Context: an optimization exercise on an open-source flow, tuned for small area. The choices shown serve that exercise and are no tape-out recipe.
Only simulation tests tie the RTL to the original design; equivalence was not proved.
No driver is modelled on the clock port, so clocking that relies on it looks cheaper here than on a real chip.
No activity file was given, so power comes from the tool's default toggle rates.

==> flow/flow/run.sh <==
#!/bin/bash
# Own layout flow: the standard ORFS flow (standard.sh) with
#  - the port buffers taken from the smallest buffer, sky130_fd_sc_hd__buf_1
#    (repair may still resize them), instead of the one buffer_ports picks;
#  - clock tree synthesis settings from flow/cts_args.txt (no dummy loads);
#  - flow/size_clk.tcl after CTS: gives each clock buffer that drives
#    flip-flop clock pins the smallest clock buffer type that keeps their slew
#    under a target (and splits a leaf that is too slow even at the largest).
# Each tool's output goes to a log file of its own in this folder; ORFS keeps its
# per-step logs under orfs/logs/.
set -euo pipefail
cd "$(dirname "$0")/.."
{
  echo "export BUFFER_PORTS_ARGS = -buffer_cell sky130_fd_sc_hd__buf_1"
  echo "export CTS_ARGS = $(cat flow/cts_args.txt)"
  echo "export POST_CTS_TCL = $PWD/flow/size_clk.tcl"
} >> config.mk
bash standard.sh finish > standard_flow.log 2>&1
==> flow/flow/cts_args.txt <==
-sink_clustering_enable -repair_clock_nets -dont_use_dummy_load -buf_list {sky130_fd_sc_hd__clkbuf_8} -sink_clustering_size 16 -sink_clustering_max_diameter 60
==> flow/flow/size_clk.tcl <==
# After CTS: give every clock buffer that drives flip-flop clock pins the
# smallest clock buffer type that keeps those pins' slew under clk_thr; a leaf
# that is too slow even as the largest type is split in two (a twin on the same
# input net takes the half of its sinks on one side), then sized again.
set clk_thr 0.105
set clk_sizes {sky130_fd_sc_hd__clkbuf_2 sky130_fd_sc_hd__clkbuf_4 sky130_fd_sc_hd__clkbuf_8 sky130_fd_sc_hd__clkbuf_16}
set block [ord::get_db_block]
set split_n 0

proc leaf_worst {inst} {
  set w 0
  foreach p [get_pins -of_objects [get_nets -of_objects [get_pins -of_objects $inst -filter "direction==output"]] -filter "direction==input"] {
    set s [get_property $p slew_max]
    if {$s > $w} { set w $s }
  }
  return $w
}

proc leaves {} {
  set d [dict create]
  foreach pin [all_registers -clock_pins] {
    foreach dp [get_pins -of_objects [get_nets -of_objects $pin] -filter "direction==output"] {
      dict set d [get_full_name [get_cells -of_objects $dp]] 1
    }
  }
  return [dict keys $d]
}

proc split_leaf {name} {
  global block split_n
  set dbi [$block findInst $name]
  set in_net [[$dbi findITerm A] getNet]
  set out_net [[$dbi findITerm X] getNet]
  set sinks {}
  foreach it2 [$out_net getITerms] {
    if {[$it2 getIoType] == "INPUT"} {
      set bb [[$it2 getInst] getBBox]
      lappend sinks [list $it2 [$bb xMin] [$bb yMin]]
    }
  }
  set n [llength $sinks]
  if {$n < 4} { return 0 }
  set xs [lsort -integer [lmap s $sinks {lindex $s 1}]]
  set ys [lsort -integer [lmap s $sinks {lindex $s 2}]]
  set ax [expr {([lindex $xs end] - [lindex $xs 0]) >= ([lindex $ys end] - [lindex $ys 0]) ? 1 : 2}]
  set sorted [lsort -integer -index $ax $sinks]
  set half [lrange $sorted [expr {$n / 2}] end]
  set keep [lrange $sorted 0 [expr {$n / 2 - 1}]]
  incr split_n
  set nname "${name}_split$split_n"
  set newnet [odb::dbNet_create $block "${nname}_net"]
  $newnet setSigType CLOCK
  set newi [odb::dbInst_create $block [$dbi getMaster] $nname]
  [$newi findITerm A] connect $in_net
  [$newi findITerm X] connect $newnet
  set sx 0; set sy 0
  foreach s $half { [lindex $s 0] disconnect; [lindex $s 0] connect $newnet; set sx [expr {$sx + [lindex $s 1]}]; set sy [expr {$sy + [lindex $s 2]}] }
  set kx 0; set ky 0
  foreach s $keep { set kx [expr {$kx + [lindex $s 1]}]; set ky [expr {$ky + [lindex $s 2]}] }
  $newi setLocation [expr {$sx / [llength $half]}] [expr {$sy / [llength $half]}]
  $newi setPlacementStatus PLACED
  $dbi setLocation [expr {$kx / [llength $keep]}] [expr {$ky / [llength $keep]}]
  return 1
}

estimate_parasitics -placement
for {set pass 0} {$pass < 4} {incr pass} {
  set nsplit 0
  set ndown 0
  foreach name [leaves] {
    set inst [get_cells $name]
    set orig [get_property $inst ref_name]
    if {[lsearch $clk_sizes $orig] < 0} { continue }
    set chosen ""
    foreach m $clk_sizes {
      if {$m ne [get_property $inst ref_name]} { replace_cell $inst $m }
      if {[leaf_worst $inst] <= $clk_thr} { set chosen $m; break }
    }
    if {$chosen eq ""} {
      # too slow even as the largest: split, size both halves on the next pass
      incr nsplit [split_leaf $name]
    } elseif {$chosen ne $orig} {
      incr ndown
    }
  }
  detailed_placement
  estimate_parasitics -placement
  set worst 0
  foreach pin [all_registers -clock_pins] {
    set s [get_property $pin slew_max]
    if {$s > $worst} { set worst $s }
  }
  puts "size_clk: pass $pass resized $ndown split $nsplit worst clock-pin slew $worst"
  if {$nsplit == 0 && $worst <= $clk_thr} { break }
}
==> flow/standard.sh <==
#!/bin/bash
# synth_recipe.tcl (not shown) runs the flow's synth.tcl, then flattens the netlist and writes it again
# the make line also repeats each setting of config.mk as NAME=value (left out here)
make -C /OpenROAD-flow-scripts/flow DESIGN_CONFIG=/design/flow/config.mk WORK_HOME=/design/flow/orfs CLKGATE_MAP_FILE= SYNTH_SCRIPT=/design/flow/synth_recipe.tcl "${@:-finish}"
==> flow/config.mk <==
export PLATFORM = sky130hd
export DESIGN_NAME = fir_coeff_loader
export DESIGN_NICKNAME = fir_coeff_loader
export VERILOG_FILES = /design/flow/design.v
export SDC_FILE = /design/flow/constraint.sdc
export NUM_CORES = 4
export LEC_CHECK = 0
export CAP_MARGIN = 20
export CORE_AREA = 5 5 385 385
export DIE_AREA = 0 0 390 390
export PLACE_DENSITY = 0.78
export SLEW_MARGIN = 20
export SYNTH_HIERARCHICAL = 1
export BUFFER_PORTS_ARGS = -buffer_cell sky130_fd_sc_hd__buf_1
export CTS_ARGS = -sink_clustering_enable -repair_clock_nets -dont_use_dummy_load -buf_list {sky130_fd_sc_hd__clkbuf_8} -sink_clustering_size 16 -sink_clustering_max_diameter 60
export POST_CTS_TCL = /design/flow/flow/size_clk.tcl
==> flow/constraint.sdc <==
create_clock -name core_clock -period 5.0 [get_ports {clk}]
set_input_delay 1.0000 -clock core_clock [delete_from_list [all_inputs] [get_ports {clk}]]
set_output_delay 1.0000 -clock core_clock [all_outputs]
set_load 0.01 [all_outputs]
==> flow/design.v <==
package fir_pkg;
    localparam int FIR_FILTER_SIZE = 172;
    localparam int FIR_COEFF_W     = 16;
    localparam int FIR_HALF_TAPS   = FIR_FILTER_SIZE / 2;
    localparam int FIR_PTR_W       = $clog2(FIR_HALF_TAPS);
    typedef enum logic [1:0] {
        IDLE  = 2'd0,
        LOAD  = 2'd1,
        FULL  = 2'd2,
        CHECK = 2'd3
    } fir_state_t;
endpackage
module fir_coeff_bank #(
    parameter  int N  = fir_pkg::FIR_HALF_TAPS,
    parameter  int W  = fir_pkg::FIR_COEFF_W
) (
    input  logic            clk,
    input  logic            reset,
    input  logic            sh_en,
    input  logic            sh_hold,
    input  logic [W-1:0]    din,
    input  logic            cp_en,
    input  logic            cp_hold,
    output logic [N*W-1:0]  bank
);
    logic [N*W-1:0] shadow;
    logic [N*W-1:0] shadow_in;
    assign shadow_in = {din, shadow[N*W-1:W]};
    always_ff @(posedge clk) begin
        shadow <= (shadow_in & {(N*W){sh_en}}) | (shadow & {(N*W){sh_hold}});
    end
    always_ff @(posedge clk or posedge reset) begin
        if (reset) begin
            bank <= '0;
        end else begin
            bank <= (shadow & {(N*W){cp_en}}) | (bank & {(N*W){cp_hold}});
        end
    end
endmodule
module fir_coeff_loader #(
    parameter  int FILTER_SIZE = fir_pkg::FIR_FILTER_SIZE,
    parameter  int COEFF_W     = fir_pkg::FIR_COEFF_W,
    localparam int HALF_TAPS   = FILTER_SIZE / 2
) (
    input  logic                      clk,
    input  logic                      reset,
    input  logic                      load_start,
    input  logic [COEFF_W-1:0]        coeff_in,
    input  logic                      coeff_valid,
    output logic                      coeff_ready,
    input  logic                      commit,
    output logic [HALF_TAPS*COEFF_W-1:0] coeff_bank,
    output logic                      coeff_update,
    output logic                      bank_full,
    output logic                      load_err
);
    logic       st_load;
    logic       st_full;
    logic [6:0] ptr;
    localparam logic [6:0] PTR_FIRST = 7'd1;
    localparam logic [6:0] PTR_LAST  = 7'b1101100;
    logic last_word;
    logic do_commit;
    logic go_load;
    logic sh_en;
    assign coeff_ready = st_load;
    assign bank_full   = st_full;
    assign last_word   = (ptr == PTR_LAST);
    assign do_commit   = st_full & commit;
    assign go_load     = load_start & ~do_commit;
    always_ff @(posedge clk or posedge reset) begin
        if (reset) begin
            st_load      <= 1'b0;
            st_full      <= 1'b0;
            coeff_update <= 1'b0;
            load_err     <= 1'b0;
        end else begin
            st_load      <= go_load | (st_load & ~(coeff_valid & last_word));
            st_full      <= (st_load & ~load_start & coeff_valid & last_word) |
                            (st_full & ~commit & ~load_start);
            coeff_update <= do_commit;
            load_err     <= st_load & load_start;
        end
    end
    always_ff @(posedge clk) begin
        if (load_start) begin
            ptr <= PTR_FIRST;
        end else if (coeff_valid) begin
            ptr <= {ptr[5:0], ptr[6] ^ ptr[5]};
        end
    end
    assign sh_en = coeff_valid & ~st_full;
    fir_coeff_bank #(
        .N (HALF_TAPS),
        .W (COEFF_W)
    ) u_bank (
        .clk     (clk),
        .reset   (reset),
        .sh_en   (sh_en),
        .sh_hold (~sh_en),
        .din     (coeff_in),
        .cp_en   (do_commit),
        .cp_hold (~do_commit),
        .bank    (coeff_bank)
    );
endmodule
==> key figures, run 1 <==
Setup path
  • Critical Path RT: around 4000 ps
  • Worst r2r dst: u_bank.shadow[642]
  • Worst stage delay on the critical path: roughly 640 ps
  • Crit-path cells: buf_1
  • Crit path max fanout: 2
  • CP Class: reg2out
  • Critical Path Sink Type: output port
  • CP top delay family: buffers and inverters
  • Arr. time, crit path: approximately 2000 ps
  • Crit path launch type: register
  • Worst Path Buf+Inv: 1
  • Cell depth of the worst flop-to-flop path: 5
  • Worst r2r src: st_full
  • Worst path slowest cell: buf_1
  • Reg2Reg Setup Slack: approximately 2300 ps

Min path
  • Hold Path Sink: u_bank.shadow[1370]
  • Worst hold stages: 2
  • Worst hold path type: in2reg
  • Hold_sp: coeff_in[10]

STA
  • Worst-Margin Slew: between 1000 and 1500 ps
  • Minimum clock period after layout: roughly 3000 ps
  • Fmax: ~340 MHz
  • Relative slew margins: under 10%
  • Hold Fails Final Rpt: 0
  • Final setup viols: 0
  • RSZ-0062 raised after global routing: no
  • Setup TNS: 0 ps
  • Tcrit/Tclk final: between 50% and 60%
  • Setup Skew: 91.61 ps
  • Final Max Slew Viols: 0
  • WHS: 252.3 ps

Routing
  • Drt drc: 0
  • DR vias/cell: just under 7
  • Drt pass-1 iters: 6
  • Vias: ~63000
  • Routed Antenna Nets: 0
  • Wirelength per Cell: between 30 and 40 um
  • WL final: approximately 300 mm
  • Drt initial violations: ~7600

Clock tree
  • Worst skew pair latency: between 900 and 1000 ps
  • Reg clk slew, reported paths: ~100 ps
  • CTS tree: built
  • Sink Count: ~2800

Floorplan
  • Row count: approximately 140
  • I/O pin count: between 1000 and 1500
  • Die Ht: 390 um
  • CORE AREA: between 100000 and 150000 um2
  • Die area: 152100 um2
  • Starting Density: roughly 63%
  • Die X: just under 400 um

Synth
  • Synth area leader: dfrtp_1
  • Cell variety after synth: 20
  • Area contributors post-synth: dfrtp_1 (38%), dfxtp_1 (31%), a22o_1 (27%)
  • Synth Instances: 6159
  • Post-Syn Nets: 6180
  • #FFs+latches synth: approximately 2800
  • Mapped Area: 90430 um2
  • Seq/Total Area, Yosys: between 60% and 70%
  • YS warnings: 8
  • Synth Area per Inst: around 15 um2
  • Synth top area share: 38.19%

Placement
  • Final Wtd Congestion: roughly 0.96
  • Hpwl dp: 217.2 mm
  • Port bufs: 1400

Final layout
  • Fin util: between 60 and 70%
  • Nets: 7262
  • Commonest non-fill, non-tap cell in the layout: a22o_1
  • Most frequent cells in the layout: a22o_1 (2753), buf_1 (1400), dfxtp_1 (1383)
  • Filler instances: about 10000
  • Fraction of layout cells with a size suffix above 1: around 4.1%
  • Area delta synth->final: 8.710%

Power
  • Leakage: roughly 43 nW
  • Peak supply drop: ~360 uV
  • Power consumption: 34.82 mW
  • Pwr/cell area: around 350 nW/um2

Global routing
  • Grt ovf: 0
  • Vias in the first global route: between 50000 and 60000
  • First-pass GRT wire length: 432.7 mm
  • Total global-route track usage: ~39%
  • Pin count of the biggest net entering global routing: 236
  • Number of antenna violations at the first check in global routing: 20

Job
  • Max-cap violations: 0

Outcome
  • Status: no timing/DRC/antenna violations
-- synthesized netlist by cell type --
master       n
a21oi_1      1
a22o_1    2753
and2_1       1
and4bb_1     1
buf_2      472
buf_4        3
buf_6      135
clkbuf_1     4
dfrtp_1   1380
dfxtp_1   1383
inv_1        5
mux2i_1      6
nand2_1      2
nand2b_1     1
nand4_1      1
nor2_1       7
nor2b_1      1
o32ai_1      1
or2_2        1
xnor2_1      1
-- per-stage QoR --
step / instances / setup slack (ps) / instance area (um2)
3_3_place_gp: 8945 / 1606 / 95620
5_1_grt: 9152 / 1979 / 98300
2_1_floorplan: 6159 / -15040 / 90430
6_report: 9154 / 2047 / 98310
3_5_place_dp: 8945 / 1556 / 95620
-- layout make-up, without the clock buffers --
cell class	count	area, um2	area share (%)
inverters	5	37.54	0.03818
multi-input cells	2777	24290	24.71
diodes	12	30.03	0.03055
well taps	1903	2381	2.422
repair buffers	1498	6706	6.822
flip-flops and latches	2763	62220	63.29
-- cell families after synthesis --
family	share of synthesized area, %
AOI/OAI and AO/OA	26.68
DFF	68.80
xor gates and xnor gates	0.009687
buffers and inverters	4.356
and+or+nand+nor	0.08581
muxes	0.06642
-- where the power goes --
part / total, mW / internal (mW) / switching, mW / leakage [nW]
Clock: 10.1 / 3.44 / 6.65 / 1.39
Sequential: 23.5 / 22.8 / 0.677 / 30.5
Combinational: 1.27 / 0.521 / 0.746 / 11.4
-- per-layer routing --
layer	share of wire (%)	vias to the layer above	track usage, %	wire length [um]
met5	0.0092	-	0	28
met4	8.4	4	26.83	25460
met3	10	755	10.58	31160
met2	44	3412	54.98	132600
met1	38	32430	51.59	114400
li1	-	25940	-	-
-- worst max-delay path by stage --
stage	startpoint	endpoint	slack (ps)	cells past startpoint
2_1_floorplan	reset	u_bank.bank[0]	-15040	1
3_3_place_gp	coeff_valid	u_bank.shadow[970]	1610	5
3_5_place_dp	coeff_valid	u_bank.shadow[1050]	1560	5
5_1_grt	u_bank.bank[990]	coeff_bank[990]	1980	1
6_report	u_bank.bank[990]	coeff_bank[990]	2050	1
-- sequential cells by signal (all words and copies together) (netlist names) --
| name | count |
|---|---|
| u_bank.shadow | 1376 |
| coeff_update | 1 |
| ptr | 7 |
| st_full | 1 |
| load_err | 1 |
| st_load | 1 |
| u_bank.bank | 1376 |
==> run 2: changes to the inputs <==
--- a/flow/design.v
+++ b/flow/design.v
@@ -21,21 +21,22 @@
     input  logic [W-1:0]    din,
     input  logic            cp_en,
     input  logic            cp_hold,
+    input  logic            bank_valid,
     output logic [N*W-1:0]  bank
 );
-    logic [N*W-1:0] shadow;
+    logic [N*W-1:0] shadow_n;
     logic [N*W-1:0] shadow_in;
-    assign shadow_in = {din, shadow[N*W-1:W]};
+    logic [N*W-1:0] active_n;
+    logic           show;
+    assign shadow_in = {~din, shadow_n[N*W-1:W]};
     always_ff @(posedge clk) begin
-        shadow <= (shadow_in & {(N*W){sh_en}}) | (shadow & {(N*W){sh_hold}});
+        shadow_n <= (shadow_in & {(N*W){sh_en}}) | (shadow_n & {(N*W){sh_hold}});
     end
-    always_ff @(posedge clk or posedge reset) begin
-        if (reset) begin
-            bank <= '0;
-        end else begin
-            bank <= (shadow & {(N*W){cp_en}}) | (bank & {(N*W){cp_hold}});
-        end
+    always_ff @(posedge clk) begin
+        active_n <= (shadow_n & {(N*W){cp_en}}) | (active_n & {(N*W){cp_hold}});
     end
+    assign show = bank_valid & ~reset;
+    assign bank = ~active_n & {(N*W){show}};
 endmodule
 module fir_coeff_loader #(
     parameter  int FILTER_SIZE = fir_pkg::FIR_FILTER_SIZE,
@@ -63,6 +64,7 @@
     logic do_commit;
     logic go_load;
     logic sh_en;
+    logic bank_valid;
     assign coeff_ready = st_load;
     assign bank_full   = st_full;
     assign last_word   = (ptr == PTR_LAST);
@@ -74,12 +76,14 @@
             st_full      <= 1'b0;
             coeff_update <= 1'b0;
             load_err     <= 1'b0;
+            bank_valid   <= 1'b0;
         end else begin
             st_load      <= go_load | (st_load & ~(coeff_valid & last_word));
             st_full      <= (st_load & ~load_start & coeff_valid & last_word) |
                             (st_full & ~commit & ~load_start);
             coeff_update <= do_commit;
             load_err     <= st_load & load_start;
+            bank_valid   <= bank_valid | do_commit;
         end
     end
     always_ff @(posedge clk) begin
@@ -101,6 +105,7 @@
         .din     (coeff_in),
         .cp_en   (do_commit),
         .cp_hold (~do_commit),
+        .bank_valid (bank_valid),
         .bank    (coeff_bank)
     );
 endmodule
==> flow/flow/cts_args.txt (replaced) <==
-sink_clustering_enable -repair_clock_nets -dont_use_dummy_load -buf_list {sky130_fd_sc_hd__clkbuf_8} -sink_clustering_size 18 -sink_clustering_max_diameter 60
--- a/flow/flow/size_clk.tcl
+++ b/flow/flow/size_clk.tcl
@@ -2,7 +2,7 @@
 # smallest clock buffer type that keeps those pins' slew under clk_thr; a leaf
 # that is too slow even as the largest type is split in two (a twin on the same
 # input net takes the half of its sinks on one side), then sized again.
-set clk_thr 0.105
+set clk_thr 0.112
 set clk_sizes {sky130_fd_sc_hd__clkbuf_2 sky130_fd_sc_hd__clkbuf_4 sky130_fd_sc_hd__clkbuf_8 sky130_fd_sc_hd__clkbuf_16}
 set block [ord::get_db_block]
 set split_n 0
--- a/flow/config.mk
+++ b/flow/config.mk
@@ -12,5 +12,5 @@
 export SLEW_MARGIN = 20
 export SYNTH_HIERARCHICAL = 1
 export BUFFER_PORTS_ARGS = -buffer_cell sky130_fd_sc_hd__buf_1
-export CTS_ARGS = -sink_clustering_enable -repair_clock_nets -dont_use_dummy_load -buf_list {sky130_fd_sc_hd__clkbuf_8} -sink_clustering_size 16 -sink_clustering_max_diameter 60
+export CTS_ARGS = -sink_clustering_enable -repair_clock_nets -dont_use_dummy_load -buf_list {sky130_fd_sc_hd__clkbuf_8} -sink_clustering_size 18 -sink_clustering_max_diameter 60
 export POST_CTS_TCL = /design/flow/flow/size_clk.tcl
==> key figures, run 2 <==
Routing
  • WL final: 307.2 mm (+1.1%)
  • Top sig layer: met5
  • Wirelength per Cell: 29.19 um (-12%)
  • Met1 WL: 118.1 mm (+3.3%)
  • Drt initial violations: 9286 (+23%)
  • Met2 wire len: 136.1 mm (+2.6%)
  • Met3 WL: 30.79 mm (-1.2%)
  • Drt pass-1 iters: 8 (+2)
  • DR vias/cell: 6.544 (-4.2%)
  • Vias: 68870 (+10%)
  • Routed Antenna Nets: 0 (unchanged)
  • Drt drc: 0 (unchanged)

Synth
  • Post-Syn Nets: 7729 (+25%)
  • Async SR Flop Fraction: 0.1809% (-50 points)
  • #FFs+latches synth: 2764 (+0.036%)
  • Most common cell in the netlist: dfxtp_1
  • YS warnings: 8 (unchanged)
  • Area contributors post-synth: dfxtp_1 (62%), a22o_1 (27%), nor2_1 (5.8%)
  • Synth top area share: 61.96% (+24 points)
  • Commonest cells in the synthesized netlist: dfxtp_1 (2759), a22o_1 (2737), nor2_1 (1383), buf_2 (634), buf_6 (62)
  • Seq/Total Area, Yosys: 62.10% (-6.7 points)
  • EDFF count, synth: 0 (unchanged)
  • Mapped Area: 89140 um2 (-1.4%)
  • Cell variety after synth: 23 (+15%)
  • Synth area leader: dfxtp_1
  • Synth Area per Inst: 11.56 um2 (-21%)
  • Synth Instances: 7708 (+25%)
  • Top_reg_cell synth: dfxtp_1

Setup path
  • Worst r2r dst: u_bank.active_n[767]
  • Crit path to: coeff_bank[536]
  • Cell depth of the worst flop-to-flop path: 4 (-1)
  • Worst r2r src: st_full
  • Critical Path RT: 4000 ps (about the same)
  • Reg2Reg Setup Slack: 2030 ps (-270 ps)
  • Crit path launch type: input pin
  • Critical Path Sink Type: output port
  • CP Class: in2out
  • Arr. time, crit path: 3520 ps (+1570 ps)
  • Crit path max fanout: 47 (+45)
  • Setup crit start: reset

Floorplan
  • I/O pin count: 1401 (unchanged)
  • Die Ht: 390 um (unchanged)
  • CORE AREA: 143500 um2 (unchanged)
  • Die X: 390 um (unchanged)
  • Row count: 139 (unchanged)
  • Die area: 152100 um2 (unchanged)
  • Starting Density: 62.13% (-0.90 points)

Placement
  • Port bufs: 1400 (unchanged)
  • Hpwl dp: 219.1 mm (+0.86%)
  • Final Wtd Congestion: 0.9762 (+1.9%)

STA
  • Relative slew margins: 21.12% (+13 points)
  • Tcrit/Tclk final: 90.44% (+31 points)
  • WHS: 284.5 ps (+32.18 ps)
  • Hold Fails Final Rpt: 0 (unchanged)
  • Setup TNS: 0 ps (unchanged)
  • Worst-Margin Slew: 1183 ps (-190.1 ps)
  • Final Max Slew Viols: 0 (unchanged)
  • RSZ-0062 raised after global routing: no
  • Fmax: 221.1 MHz (-35%)
  • Final setup viols: 0 (unchanged)
  • Setup Skew: 113.9 ps (+22.30 ps)
  • Minimum clock period after layout: 4522 ps (+1569 ps)

Power
  • Peak supply drop: 212.1 uV (-41%)
  • Leakage: 40.91 nW (-5.6%)
  • Pwr/cell area: 353.9 nW/um2 (about the same)

Job
  • Max-cap violations: 0 (unchanged)

Global routing
  • Vias in the first global route: 62470 (+7.0%)
  • Grt ovf: 0 (unchanged)
  • Number of antenna violations at the first check in global routing: 18 (-10%)
  • Pin count of the biggest net entering global routing: 215 (-8.9%)
  • First-pass GRT wire length: 436.3 mm (+0.84%)
  • Total global-route track usage: 37.97% (-0.59 points)

Clock tree
  • Worst skew pair latency: 950 ps (about the same)
  • Sink Count: 2764 (+0.036%)
  • CTS tree: built
  • Reg clk slew, reported paths: 110 ps (about the same)

Final layout
  • Fraction of layout cells with a size suffix above 1: 3.250% (-0.88 points)
  • Top Registers: u_bank.active_n (1376), u_bank.shadow_n (1376), ptr (7)
  • Commonest non-fill, non-tap cell in the layout: dfxtp_1
  • Filler instances: 11020 (+7.2%)
  • Nets: 8639 (+19%)
  • Area delta synth->final: 7.973%
  • Most frequent cells in the layout: dfxtp_1 (2759), a22o_1 (2737), buf_1 (1400)

Outcome
  • Status: no timing/DRC/antenna violations

Min path
  • Worst hold path type: in2reg
run 2: cell count changes after synthesis, sizes merged, moves of 15 or more:
cell / delta
a22o: -16
buf: +132
clkbuf: +20
dfrtp: -1375
dfxtp: +1376
nand2: +15
nor2: +1376
o21ai: +16
run 2: worst min-delay path by stage:
stage | startpoint | cells past startpoint | to
2_1_floorplan | bank_valid | 1 | bank_valid
3_3_place_gp | u_bank.shadow_n[5] | 1 | u_bank.active_n[5]
3_5_place_dp | u_bank.shadow_n[3] | 1 | u_bank.active_n[3]
5_1_grt | coeff_in[1] | 2 | u_bank.shadow_n[1361]
6_report | coeff_in[1] | 2 | u_bank.shadow_n[1361]
run 2: metal layers:
metal | up-vias | global-route usage [%]
li1 | 30050 | -
met1 | 34170 | 50.00
met2 | 3911 | 57.29
met3 | 726 | 8.801
met4 | 22 | 22.65
met5 | - | 0
run 2: where the power goes:
part | switching (mW) | leakage (nW) | internal [mW] | total [mW]
clock network | 6.52 | 1.26 | 3.15 | 9.68
logic | 0.528 | 17.3 | 0.505 | 1.03
registers | 0.707 | 22.3 | 22.6 | 23.3
total | 7.76 | 40.9 | 26.3 | 34.1
run 2: critical path, stage by stage:
cell           delay, ps
dlygate4sd3_1        530
buf_1                170
nand2b_4             410
buf_12               360
buf_12               260
nor2_1               410
buf_1                220
run 2: final cells by class, without the clock buffers:
cell class / count / area, um2 / share of cell area (%)
timing repair buffer: 1497 / 6574 / 6.830
sequential: 2764 / 55360 / 57.52
inverter: 5 / 33.78 / 0.03510
tap: 1903 / 2381 / 2.474
antenna: 5 / 12.51 / 0.01300
multi-input combinational: 4173 / 29480 / 30.63
run 2: cells by family (layout without fill, tap and decap cells):
family	after synthesis	after routing	synth area share, %
flops	2764	2764	62.10
compound gates	2756	2756	27.00
simple gates	1411	1411	5.982
buf+inv	771	1679	4.852
mux	5	5	0.05615
xor+xnor	1	1	0.009827
other cells	0	5	0
run 2: stage by stage:
stage | total power [mW] | cells | util, % | setup WS (ps) | area [um2]
final | 34.06 | 10520 | 67.08 | 478.2 | 96250
after global routing | 35.03 | 10520 | 67.08 | 399.6 | 96240
after detailed placement | 24.83 | 10340 | 65.38 | 1023 | 93810
after global placement | 24.78 | 10340 | 65.38 | 1078 | 93810
after floorplan | 24.40 | 7708 | - | 2153 | 89140
==> run 3: changes to the inputs <==
--- a/flow/config.mk
+++ b/flow/config.mk
@@ -8,7 +8,7 @@
 export CAP_MARGIN = 20
 export CORE_AREA = 5 5 385 385
 export DIE_AREA = 0 0 390 390
-export PLACE_DENSITY = 0.78
+export PLACE_DENSITY = 0.9
 export SLEW_MARGIN = 20
 export SYNTH_HIERARCHICAL = 1
 export BUFFER_PORTS_ARGS = -buffer_cell sky130_fd_sc_hd__buf_1
==> key figures, run 3 <==
Power
  • Peak supply drop: 259.8 uV (+22%)
  • Pwr/cell area: 353.4 nW/um2 (-0.15%)
  • Leakage: 41.08 nW (+0.42%)
  • Power consumption: 34.13 mW (+0.20%)

Min path
  • Hold_sp: coeff_in[0]
  • Worst hold path type: in2reg
  • Worst hold stages: 2 (unchanged)

Routing
  • DR vias/cell: 6.655 (+1.7%)
  • Drt drc: 0 (unchanged)
  • Met1 WL: 117.6 mm (-0.45%)
  • Top sig layer: met5
  • Drt initial violations: 9315 (+0.31%)
  • WL final: 311.5 mm (+1.4%)
  • Met2 wire len: 131.4 mm (-3.5%)
  • Routed Antenna Nets: 0 (unchanged)
  • Drt pass-1 iters: 6 (-2)
  • Vias: 70180 (+1.9%)
  • Met3 WL: 35.49 mm (+15%)
  • Wirelength per Cell: 29.54 um (+1.2%)

Setup path
  • Cell depth of the worst flop-to-flop path: 4 (unchanged)
  • Worst stage delay on the critical path: 510 ps (-20 ps)
  • Crit path launch type: input pin
  • CP Class: in2out
  • Worst r2r src: st_full
  • Setup crit start: reset
  • Crit-path cells: dlygate4sd3_1, buf_1, nand2b_4, buf_12, buf_4, buf_12, nor2_1, buf_1
  • Critical Path RT: 4000 ps (about the same)
  • Arr. time, crit path: 3400 ps (-120 ps)
  • Crit path max fanout: 62 (+32%)
  • Worst path slowest cell: dlygate4sd3_1
  • Critical Path Sink Type: output port

Floorplan
  • I/O pin count: 1401 (unchanged)
  • Die Ht: 390 um (unchanged)
  • Die X: 390 um (unchanged)
  • Starting Density: 62.13% (unchanged)
  • Row count: 139 (unchanged)
  • CORE AREA: 143500 um2 (unchanged)
  • Die area: 152100 um2 (unchanged)

Final layout
  • Nets: 8655 (+0.19%)
  • Fraction of layout cells with a size suffix above 1: 3.568% (+0.32 points)
  • Commonest non-fill, non-tap cell in the layout: dfxtp_1
  • Most frequent cells in the layout: dfxtp_1 (2759), a22o_1 (2737), buf_1 (1388)
  • Finished layout cell area: 96580 um2 (+0.35%)
  • Top Registers: u_bank.active_n (1376), u_bank.shadow_n (1376), ptr (7)
  • Area delta synth->final: 8.347%

Synth
  • Synth area leader: dfxtp_1
  • #FFs+latches synth: 2764 (unchanged)
  • EDFF count, synth: 0 (unchanged)
  • Post-Syn Nets: 7729 (unchanged)
  • Synth top area share: 61.96% (unchanged)
  • Async SR Flop Fraction: 0.1809% (unchanged)
  • Top_reg_cell synth: dfxtp_1
  • Synth Area per Inst: 11.56 um2 (unchanged)
  • Cell variety after synth: 23 (unchanged)
  • Synth Instances: 7708 (unchanged)
  • Seq/Total Area, Yosys: 62.10% (unchanged)
  • Commonest cells in the synthesized netlist: dfxtp_1 (2759), a22o_1 (2737), nor2_1 (1383), buf_2 (634), buf_6 (62)
  • Mapped Area: 89140 um2 (unchanged)
  • Most common cell in the netlist: dfxtp_1
  • YS warnings: 8 (unchanged)
  • Area contributors post-synth: dfxtp_1 (62%), a22o_1 (27%), nor2_1 (5.8%)

Global routing
  • First-pass GRT wire length: 442.8 mm (+1.5%)
  • Grt ovf: 0 (unchanged)
  • Vias in the first global route: 64140 (+2.7%)
  • Pin count of the biggest net entering global routing: 212 (-1.4%)
  • Total global-route track usage: 38.51% (+0.54 points)
  • Number of antenna violations at the first check in global routing: 24 (+6)

Clock tree
  • Reg clk slew, reported paths: 110 ps (about the same)
  • CTS tree: built
  • Sink Count: 2764 (unchanged)
  • Worst skew pair latency: 950 ps (about the same)

STA
  • RSZ-0062 raised after global routing: no
  • Fmax: 227.1 MHz (+2.7%)
  • Minimum clock period after layout: 4403 ps (-119.1 ps)
  • Hold Fails Final Rpt: 0 (unchanged)
  • Setup TNS: 0 ps (unchanged)
  • Worst-Margin Slew: 1303 ps (+119.5 ps)
  • Tcrit/Tclk final: 88.06% (-2.4 points)
  • Setup Skew: 150.2 ps (+36.34 ps)
  • Relative slew margins: 13.16% (-8.0 points)
  • Final Max Slew Viols: 0 (unchanged)
  • Final setup viols: 0 (unchanged)

Placement
  • Final Wtd Congestion: 1.026 (+5.1%)
  • Port bufs: 1400 (unchanged)
  • Hpwl dp: 224.8 mm (+2.6%)
  • Placed cell area: 94130 um2 (+0.33%)

Job
  • Max-cap violations: 0 (unchanged)

Outcome
  • Status: no timing/DRC/antenna violations
-- run 3: through the flow --
stage / worst slack (ps) / hold WS (ps) / utilization [%] / cells
global route: 566.2 / 160.2 / 67.30 / 10540
floorplan: 2153 / 435.8 / - / 7708
detailed placement: 1220 / 456.1 / 65.60 / 10360
global placement: 1230 / 453.6 / 65.60 / 10360
finish: 597.2 / 225.9 / 67.31 / 10540
-- run 3: final cells by class, without the clock buffers --
cell class | count | area, um2
flip-flops and latches | 2764 | 55360
fillers | 10530 | 46900
multi-input cells | 4173 | 29480
repair buffers | 1511 | 6887
well taps | 1903 | 2381
inverters | 5 | 33.78
diodes | 9 | 22.52
-- run 3: kinds of logic (layout without fill, tap and decap cells) --
family / count (synthesis) / count (layout) / synth area share, %
compound gates: 2756 / 2756 / 27.00
xor+xnor: 1 / 1 / 0.009827
buf+inv: 771 / 1695 / 4.852
flops: 2764 / 2764 / 62.10
mux: 5 / 5 / 0.05615
other cells: 0 / 9 / 0
simple gates: 1411 / 1411 / 5.982
-- run 3: per-layer routing --
layer  up-vias  track usage (%)
met2      4507            55.21
li1      30090                -
met5         -                0
met3       860            10.38
met4        20            27.76
met1     34700            50.29
-- run 3: critical path: cells and delay by family --
| kind | cells | cell delay [ps] |
|---|---|---|
| AND/OR/NAND/NOR | 2 | 500 |
| buffers and inverters | 6 | 1770 |
-- run 3: worst paths after layout --
kind | endpoint | slack [ps]
setup / recovery | coeff_bank[202] | 600
hold / removal | u_bank.shadow_n[1360] | 230
setup reg to reg | u_bank.shadow_n[1373] | 2330
hold reg to reg | u_bank.active_n[4] | 430
max in group asynchronous | coeff_update | 4260
min in group asynchronous | bank_valid | 510
-- run 3: where the power goes --
part	switching (mW)	internal (mW)	total (mW)
combinational	0.529	0.515	1.04
sequential	0.749	22.6	23.4
clock	6.53	3.16	9.69
==> run 4: changes to the inputs <==
--- a/flow/config.mk
+++ b/flow/config.mk
@@ -8,7 +8,8 @@
 export CAP_MARGIN = 20
 export CORE_AREA = 5 5 385 385
 export DIE_AREA = 0 0 390 390
-export PLACE_DENSITY = 0.9
+export GPL_TIMING_DRIVEN = 0
+export PLACE_DENSITY = 0.78
 export SLEW_MARGIN = 20
 export SYNTH_HIERARCHICAL = 1
 export BUFFER_PORTS_ARGS = -buffer_cell sky130_fd_sc_hd__buf_1
==> key figures, run 4 <==
STA
  • Setup Skew: 58.72 ps (-91.52 ps)
  • Fmax: 208.8 MHz (-8.1%)
  • Tcrit/Tclk final: 95.80% (+7.7 points)
  • Minimum clock period after layout: 4790 ps (+387.3 ps)
  • Relative slew margins: 36.61% (+23 points)
  • WHS: 259.2 ps (+33.38 ps)
  • Final setup viols: 0 (unchanged)
  • Setup TNS: 0 ps (unchanged)
  • Final Max Slew Viols: 0 (unchanged)
  • RSZ-0062 raised after global routing: no
  • Worst-Margin Slew: 947.4 ps (-355.3 ps)
  • Hold Fails Final Rpt: 0 (unchanged)

Outcome
  • Status: no timing/DRC/antenna violations

Synth
  • Top_reg_cell synth: dfxtp_1
  • Synth Area per Inst: 11.56 um2 (unchanged)
  • Synth area leader: dfxtp_1
  • Post-Syn Nets: 7729 (unchanged)
  • #FFs+latches synth: 2764 (unchanged)
  • Synth Instances: 7708 (unchanged)
  • Area contributors post-synth: dfxtp_1 (62%), a22o_1 (27%), nor2_1 (5.8%)
  • Most common cell in the netlist: dfxtp_1
  • YS warnings: 8 (unchanged)
  • Mapped Area: 89140 um2 (unchanged)
  • Seq/Total Area, Yosys: 62.10% (unchanged)
  • Synth top area share: 61.96% (unchanged)
  • Cell variety after synth: 23 (unchanged)
  • Commonest cells in the synthesized netlist: dfxtp_1 (2759), a22o_1 (2737), nor2_1 (1383), buf_2 (634), buf_6 (62)
  • Async SR Flop Fraction: 0.1809% (unchanged)
  • EDFF count, synth: 0 (unchanged)

Setup path
  • CP Class: in2out
  • Critical Path RT: 4000 ps (about the same)
  • Critical Path Sink Type: output port
  • Crit path max fanout: 10 (-84%)
  • Reg2Reg Setup Slack: 2450 ps (+120 ps)
  • Worst r2r src: st_full
  • Arr. time, crit path: 3790 ps (+390 ps)
  • Crit path launch type: input pin
  • Worst r2r dst: u_bank.active_n[996]
  • Cell depth of the worst flop-to-flop path: 7 (+3)

Placement
  • Port bufs: 1398 (-0.14%)
  • Final Wtd Congestion: 1.019 (-0.62%)
  • Hpwl dp: 266.1 mm (+18%)

Job
  • Max-cap violations: 0 (unchanged)

Floorplan
  • Row count: 139 (unchanged)
  • Die Ht: 390 um (unchanged)
  • CORE AREA: 143500 um2 (unchanged)
  • Starting Density: 62.13% (unchanged)
  • I/O pin count: 1401 (unchanged)
  • Die X: 390 um (unchanged)
  • Die area: 152100 um2 (unchanged)

Clock tree
  • CTS tree: built
  • Reg clk slew, reported paths: 110 ps (about the same)
  • Sink Count: 2764 (unchanged)
  • Worst skew pair latency: 940 ps (about the same)

Global routing
  • Vias in the first global route: 66580 (+3.8%)
  • Pin count of the biggest net entering global routing: 19 (-91%)
  • Grt ovf: 0 (unchanged)
  • Total global-route track usage: 41.66% (+3.1 points)
  • First-pass GRT wire length: 469.0 mm (+5.9%)
  • Number of antenna violations at the first check in global routing: 31 (+29%)

Routing
  • Drt initial violations: 7675 (-18%)
  • DR vias/cell: 6.366 (-4.4%)
  • Drt drc: 0 (unchanged)
  • Routed Antenna Nets: 0 (unchanged)
  • WL final: 333.9 mm (+7.2%)
  • Vias: 71310 (+1.6%)
  • Wirelength per Cell: 29.80 um (+0.90%)
  • Drt pass-1 iters: 6 (unchanged)

Min path
  • Hold_sp: coeff_in[15]
  • Hold Path Sink: u_bank.shadow_n[1375]
  • Worst hold path type: in2reg
  • Worst hold stages: 2 (unchanged)

Final layout
  • Top Registers: u_bank.active_n (1376), u_bank.shadow_n (1376), ptr (7)
  • Filler instances: 11040 (+4.8%)
  • Nets: 9307 (+7.5%)
  • Commonest non-fill, non-tap cell in the layout: dfxtp_1
  • Area delta synth->final: 11.32%
  • Most frequent cells in the layout: dfxtp_1 (2759), a22o_1 (2737), buf_1 (1398)
  • Fraction of layout cells with a size suffix above 1: 9.920% (+6.4 points)

Power
  • Pwr/cell area: 345.5 nW/um2 (-2.2%)
  • Leakage: 43.10 nW (+4.9%)
  • Peak supply drop: 223.2 uV (-14%)
-- run 4: report_power, final --
group | switching, mW | total (mW) | internal [mW]
logic | 0.545 | 1.12 | 0.571
registers | 0.797 | 23.4 | 22.6
clock network | 6.57 | 9.73 | 3.16
-- run 4: cells by family after synthesis --
logic type,count (synthesis),synth area share (%)
flops,2764,62.10
simple gates,1411,5.982
buf+inv,771,4.852
compound gates,2756,27.00
mux,5,0.05615
xor+xnor,1,0.009827
-- run 4: worst max path at each step --
stage | from | endpoint | slack [ps] | cells after the start
floorplan | reset | coeff_bank[1000] | 2150 | 6
global placement | reset | coeff_bank[585] | 900 | 7
detailed placement | reset | coeff_bank[595] | 900 | 7
global route | reset | coeff_bank[594] | 150 | 8
finish | reset | coeff_bank[595] | 210 | 8
-- run 4: metrics by stage --
step / cells / setup WS [ps] / power [mW] / cell area (um2) / utilization (%)
6_report: 11200 / 209.9 / 34.28 / 99230 / 69.16
5_1_grt: 11190 / 149.6 / 35.23 / 99210 / 69.14
3_5_place_dp: 11010 / 900.8 / 24.99 / 96770 / 67.44
3_3_place_gp: 11010 / 899.4 / 24.93 / 96770 / 67.44
2_1_floorplan: 7708 / 2153 / 24.40 / 89140 / -
-- run 4: routing by layer --
layer	vias to the layer above	part of all wire (%)	track usage, %
met2	3907	43	61.63
met3	940	11	13.32
met1	34990	37	50.50
met4	44	9.4	32.10
met5	-	0.096	0
li1	31430	-	-
-- run 4: layout make-up, without the clock buffers --
type                            instances  area, um2  share of cell area [%]
Antenna cell                           15      37.54                 0.03783
Sequential cell                      2764      55360                   55.79
Buffer                                766       4307                   4.340
Multi-Input combinational cell       4173      29460                   29.69
Inverter                                5      18.77                 0.01891
Tap cell                             1903       2381                   2.399
Timing Repair Buffer                 1399       5258                   5.298
-- run 4: critical path: stages --
cell and delay [ps]:
dlygate4sd3_1 580, buf_1 130, nand2b_1 140, buf_2 330, clkbuf_1 350, buf_2 270
nor2_1 730, buf_1 240

-- afterwards: timing with drivers on the ports --
Ports are ideal in the flow. The routed layouts listed here were re-timed in OpenROAD. Step 1 sets driving cells, clkbuf_16 on the clock port and buf_2 on the other inputs (assumed; they add their load-dependent delay and slew). Step 2 times the ports against the registers' clock, not the clock port: input delays grow and output delays shrink by t, the midpoint of the rising clock arrivals with the driver on. Slacks: ideal ports / drivers / drivers and shift; pairs: ideal ports / drivers.
| run | shift t [ns] | setup slack, ns | worst hold slack (ns) | latest minus earliest clock arrival (ns) | worst slew at a driven data input, ns |
|---|---|---|---|---|---|
| run 1 | 0.994 | 2.047 / 1.962 / 1.449 | 0.252 / 0.218 / 0.468 | 0.102 / 0.101 | 0.22 |
| run 2 | 0.993 | 0.478 / 0.456 / 0.456 | 0.285 / 0.232 / 0.453 | 0.131 / 0.131 | 0.10 |
| run 3 | 0.961 | 0.597 / 0.572 / 0.572 | 0.226 / 0.182 / 0.427 | 0.154 / 0.154 | 0.16 |
| run 4 | 1.000 | 0.210 / 0.164 / 0.164 | 0.259 / 0.227 / 0.479 | 0.066 / 0.065 | 0.10 |
After both steps setup and hold are still met in every run listed. For run 1, which loses most, drivers alone change the setup slack by -0.085 ns; drivers and shift together by -0.598 ns.
